Source: an optimization exercise on an open RTL-to-GDS flow (aim: small area, a short achievable clock period and few clock cycles per item). Production flows keep margins and buffers that such runs may drop. Only simulation tests tie the RTL to the original design; equivalence was not proved. No activity file was given, so power comes from the tool's default toggle rates.

the reference run:
## csa_multiplier
module csa_multiplier (
    input  logic        clk,
    input  logic        rst_n,
    input  logic        in_valid,
    input  logic [15:0] x,
    input  logic [15:0] y,
    output logic        out_valid,
    output logic [31:0] product
);
Size: roughly 930 cells after synthesis, about 220 flip-flops, ~68 I/O pins.
Settings: LEC_CHECK=0, CAP_MARGIN=20, CORE_MARGIN=2, CORE_UTILIZATION=40, CTS_CLUSTER_DIAMETER=100, CTS_CLUSTER_SIZE=30, SETUP_SLACK_MARGIN=4.25, SLEW_MARGIN=20; clock period 6.5 ns.
standard.sh (not shown) runs the stock make flow with config.mk's settings and CLKGATE_MAP_FILE= SYNTH_SCRIPT=/design/flow/synth_recipe.tcl, a recipe that flattens the netlist after the stock synthesis.
==> flow/flow/run.sh <==
#!/bin/bash
# Own layout flow: the standard layout with two changes.
# 1. Synthesis: Yosys's synth runs with -noabc, so its early "abc -fast" pass
#    does not re-map the hand-written full/half adders before extract_fa maps
#    them to the library's fa/ha cells (no inverters between adders).
# 2. Port buffers: buffer_ports still gives every input and output port a
#    buffer, but uses the plain buffer named below instead of the delay cell
#    it picks by default.
# Everything else is the standard flow (standard.sh, ORFS make targets).
set -euo pipefail
here=$(pwd)
sed 's/yosys synth -nofsm -noshare /yosys synth -nofsm -noshare -noabc /' synth_recipe.tcl > noabc_synth.tcl
grep -q -- "-noabc" noabc_synth.tcl
export BUFFER_PORTS_ARGS="-buffer_cell sky130_fd_sc_hd__buf_1"
bash standard.sh SYNTH_SCRIPT="$here/noabc_synth.tcl" finish > "$here/flow_make.log" 2>&1
The reference run finished every stage and its layout cleared the timing, DRC and antenna checks.
Testbench counts of the reference run, summed over its fixed seeds: cycles 12,024, items 12,000.
What the trial run does differently from the reference run at the input level:
Settings: a change of CTS_CLUSTER_SIZE from 30 to 24; a change of CTS_CLUSTER_DIAMETER from 100 to 80; a change of SETUP_SLACK_MARGIN from 4.25 to 4.2.
### Flow results
Compared with the reference run, the trial run shows a higher final cycle utilization of the critical path. The post-route standard cell area excluding fillers in the trial run was higher than what the reference run gave. Via count of the first global-routing pass for the trial run: 1.2% down relative to the reference run. [compare] base=the reference run new=the trial run: clock edge transition at the registers on the reported setup and hold paths now sits lower; total power now sits higher; routed metal-1 wirelength now sits lower. Post-place instance area essentially unchanged between the reference run and the trial run.


Another version of the RTL of csa_multiplier (not shown whole).
Size in the first run: about 990 cells after synthesis, roughly 230 flip-flops, roughly 68 I/O pins, about 0.011 sq mm of cells after synthesis.
## csa_multiplier
module csa_multiplier (
    input  logic        clk,
    input  logic        rst_n,
    input  logic        in_valid,
    input  logic [15:0] x,
    input  logic [15:0] y,
    output logic        out_valid,
    output logic [31:0] product
);
export LEC_CHECK = 0
export CAP_MARGIN = 20
export CORE_MARGIN = 2
export CORE_UTILIZATION = 40
export CTS_CLUSTER_DIAMETER = 80
export CTS_CLUSTER_SIZE = 24
export SETUP_SLACK_MARGIN = 4.3
export SLEW_MARGIN = 20
export TNS_END_PERCENT = 0
create_clock -name core_clock -period 6.5 [get_ports {clk}]
Scripts as last shown in full above: flow/flow/run.sh
The first run completed with no timing, DRC or antenna violations.
Testbench counts at the start, summed over its fixed seeds: cycles 12,024, items 12,000.
Then changed:
CORE_UTILIZATION = 60   (was 40)
TNS_END_PERCENT = not set   (was 0)
Critical path depth stays the same; cell count goes down by 11%; setup slack improves by 44 ps; synthesized area stays the same.
Then changed:
CORE_UTILIZATION = 50   (was 60)
The new run completed with no timing, DRC or antenna violations.
Total power stays flat.
Combinational power decreases by about 1%.
Hold slack is about the same.
Register-to-register slack is worse by 30 ps.
Routed wire length rises by 2.5%.
Synthesized cell count does not change.
Sequential share of layout area goes down by 0.30 points.
Worst setup slack is worse by 34 ps.
Then changed:
CORE_UTILIZATION = 40   (was 50)
SETUP_SLACK_MARGIN = 4.25   (was 4.3)
Effect: The changed run finished with timing, DRC and antenna clean; critical path depth stays the same; routed wire length increases by 0.34%; die area increases by 24%; core utilization went down by 10 points; total power goes down by 3.0%.
Then changed:
PLACE_DENSITY = 0.8   (was not set)
SETUP_SLACK_MARGIN = 4.3   (was 4.25)
Result:
- total power rose by 4.8%
- die area does not change
- worst setup slack stays flat
- routed wire length climbs by 1.7%
- register-to-register slack gets better by 20 ps
- count of clock-buffer cells in the layout falls by 3
- cell area goes up by 0.84%
- synthesized area is unchanged


RTL: one of the versions met above, not the one the previous note started from.
Size: about 930 cells after synthesis, roughly 220 flip-flops.
==> flow/config.mk <==
export PLATFORM = sky130hd
export DESIGN_NAME = csa_multiplier
export DESIGN_NICKNAME = csa_multiplier
export VERILOG_FILES = /design/flow/design.v
export SDC_FILE = /design/flow/constraint.sdc
export NUM_CORES = 4
export LEC_CHECK = 0
export CAP_MARGIN = 20
export CORE_MARGIN = 2
export CORE_UTILIZATION = 40
export CTS_CLUSTER_DIAMETER = 80
export CTS_CLUSTER_SIZE = 30
export SETUP_SLACK_MARGIN = 4.25
export SLEW_MARGIN = 20
==> flow/constraint.sdc <==
create_clock -name core_clock -period 6.5 [get_ports {clk}]
set_input_delay 1.3000 -clock core_clock [delete_from_list [all_inputs] [get_ports {clk}]]
set_output_delay 1.3000 -clock core_clock [all_outputs]
set_load 0.01 [all_outputs]
Scripts as last shown in full above: flow/flow/run.sh
Testbench counts at the start, summed over its fixed seeds: cycles 12,024, items 12,000.
Then changed:
--- a/flow/config.mk
+++ b/flow/config.mk
@@ -12 +12 @@
-export CTS_CLUSTER_SIZE = 30
+export CTS_CLUSTER_SIZE = 24
Power shrinks by 2.3%.
Setup slack gains 14 ps.
Critical path depth stays the same.
Synthesized area stays the same.
Routed wire length barely changes.
Hold slack got worse by 4.8 ps.
Cell area drops by 0.61%.
Global-route usage hardly moves.
Fmax went up by 0.62%.
Then changed:
--- a/flow/config.mk
+++ b/flow/config.mk
@@ -13 +13 @@
-export SETUP_SLACK_MARGIN = 4.25
+export SETUP_SLACK_MARGIN = 4.3
Outcome:
- power came out higher by about 2%
- setup slack loses 7.4 ps
- clock skew rises by 4.7 ps
- non-clock buffer count does not change
- design area went up by 0.88%
Then changed:
--- a/flow/config.mk
+++ b/flow/config.mk
@@ -11,3 +11,4 @@
-export CTS_CLUSTER_DIAMETER = 80
-export CTS_CLUSTER_SIZE = 24
-export SETUP_SLACK_MARGIN = 4.3
+export CTS_CLUSTER_DIAMETER = 100
+export CTS_CLUSTER_SIZE = 30
+export PLACE_DENSITY = 0.7
+export SETUP_SLACK_MARGIN = 4.25
The new run passed the timing, DRC and antenna checks.
Synthesized cell count does not change.
Clock skew is higher by 4.8 ps.
Sequential power hardly moves.
Combinational power stays flat.
Via count climbs slightly.
Total power came out lower by a few percent.
Count of clock-buffer cells in the layout fell by 5.
Core utilization came out lower by 0.90 points.
First-iteration DRC count increases by roughly a tenth.
Final area goes down slightly.

[separate check: timing with driven ports]
The results above use ideal ports. As a check the final layouts listed here were re-extracted and re-timed, cells and wires unchanged. Step 1 assumes that a clkbuf_16 drives the clock port and a buf_2 every other input. Step 2 adds t to the input delays and takes it off the output delays; t is the mean of the earliest and latest rising clock arrival at the registers after step 1. Input paths then give back, and output paths get back, about the clock's delay inside the block. a / b / c = no drivers / after step 1 / after step 2; a / b = the first two.
run | t, ns | setup WS [ns] | hold WS [ns] | latest minus earliest clock arrival (ns) | worst slew at a driven data input, ns
the reference run | 0.514 | 4.246 / 4.232 / 4.246 | 0.336 / 0.336 / 0.336 | 0.017 / 0.017 | 0.03
the trial run | 0.530 | 4.164 / 4.164 / 4.164 | 0.332 / 0.332 / 0.332 | 0.027 / 0.027 | 0.03
the first run of note 2 | 0.536 | 4.201 / 4.198 / 4.201 | 0.331 / 0.331 / 0.331 | 0.021 / 0.021 | 0.04
the second run of note 2 | 0.514 | 4.245 / 4.236 / 4.245 | 0.333 / 0.333 / 0.333 | 0.018 / 0.018 | 0.03
the third run of note 2 | 0.525 | 4.211 / 4.211 / 4.211 | 0.333 / 0.333 / 0.333 | 0.010 / 0.010 | 0.03
the fourth run of note 2 | 0.522 | 4.256 / 4.233 / 4.256 | 0.332 / 0.332 / 0.332 | 0.027 / 0.028 | 0.03
the fifth run of note 2 | 0.528 | 4.255 / 4.208 / 4.277 | 0.322 / 0.322 / 0.322 | 0.014 / 0.014 | 0.04
the first run of note 3 | 0.536 | 4.238 / 4.204 / 4.238 | 0.335 / 0.335 / 0.335 | 0.027 / 0.027 | 0.03
the second run of note 3 | 0.526 | 4.252 / 4.228 / 4.252 | 0.330 / 0.330 / 0.330 | 0.013 / 0.013 | 0.03
the third run of note 3 | 0.520 | 4.244 / 4.238 / 4.244 | 0.332 / 0.332 / 0.332 | 0.017 / 0.017 | 0.03
the fourth run of note 3 | 0.504 | 4.204 / 4.204 / 4.204 | 0.338 / 0.338 / 0.338 | 0.021 / 0.022 | 0.04
After both steps every run listed still meets setup and hold.
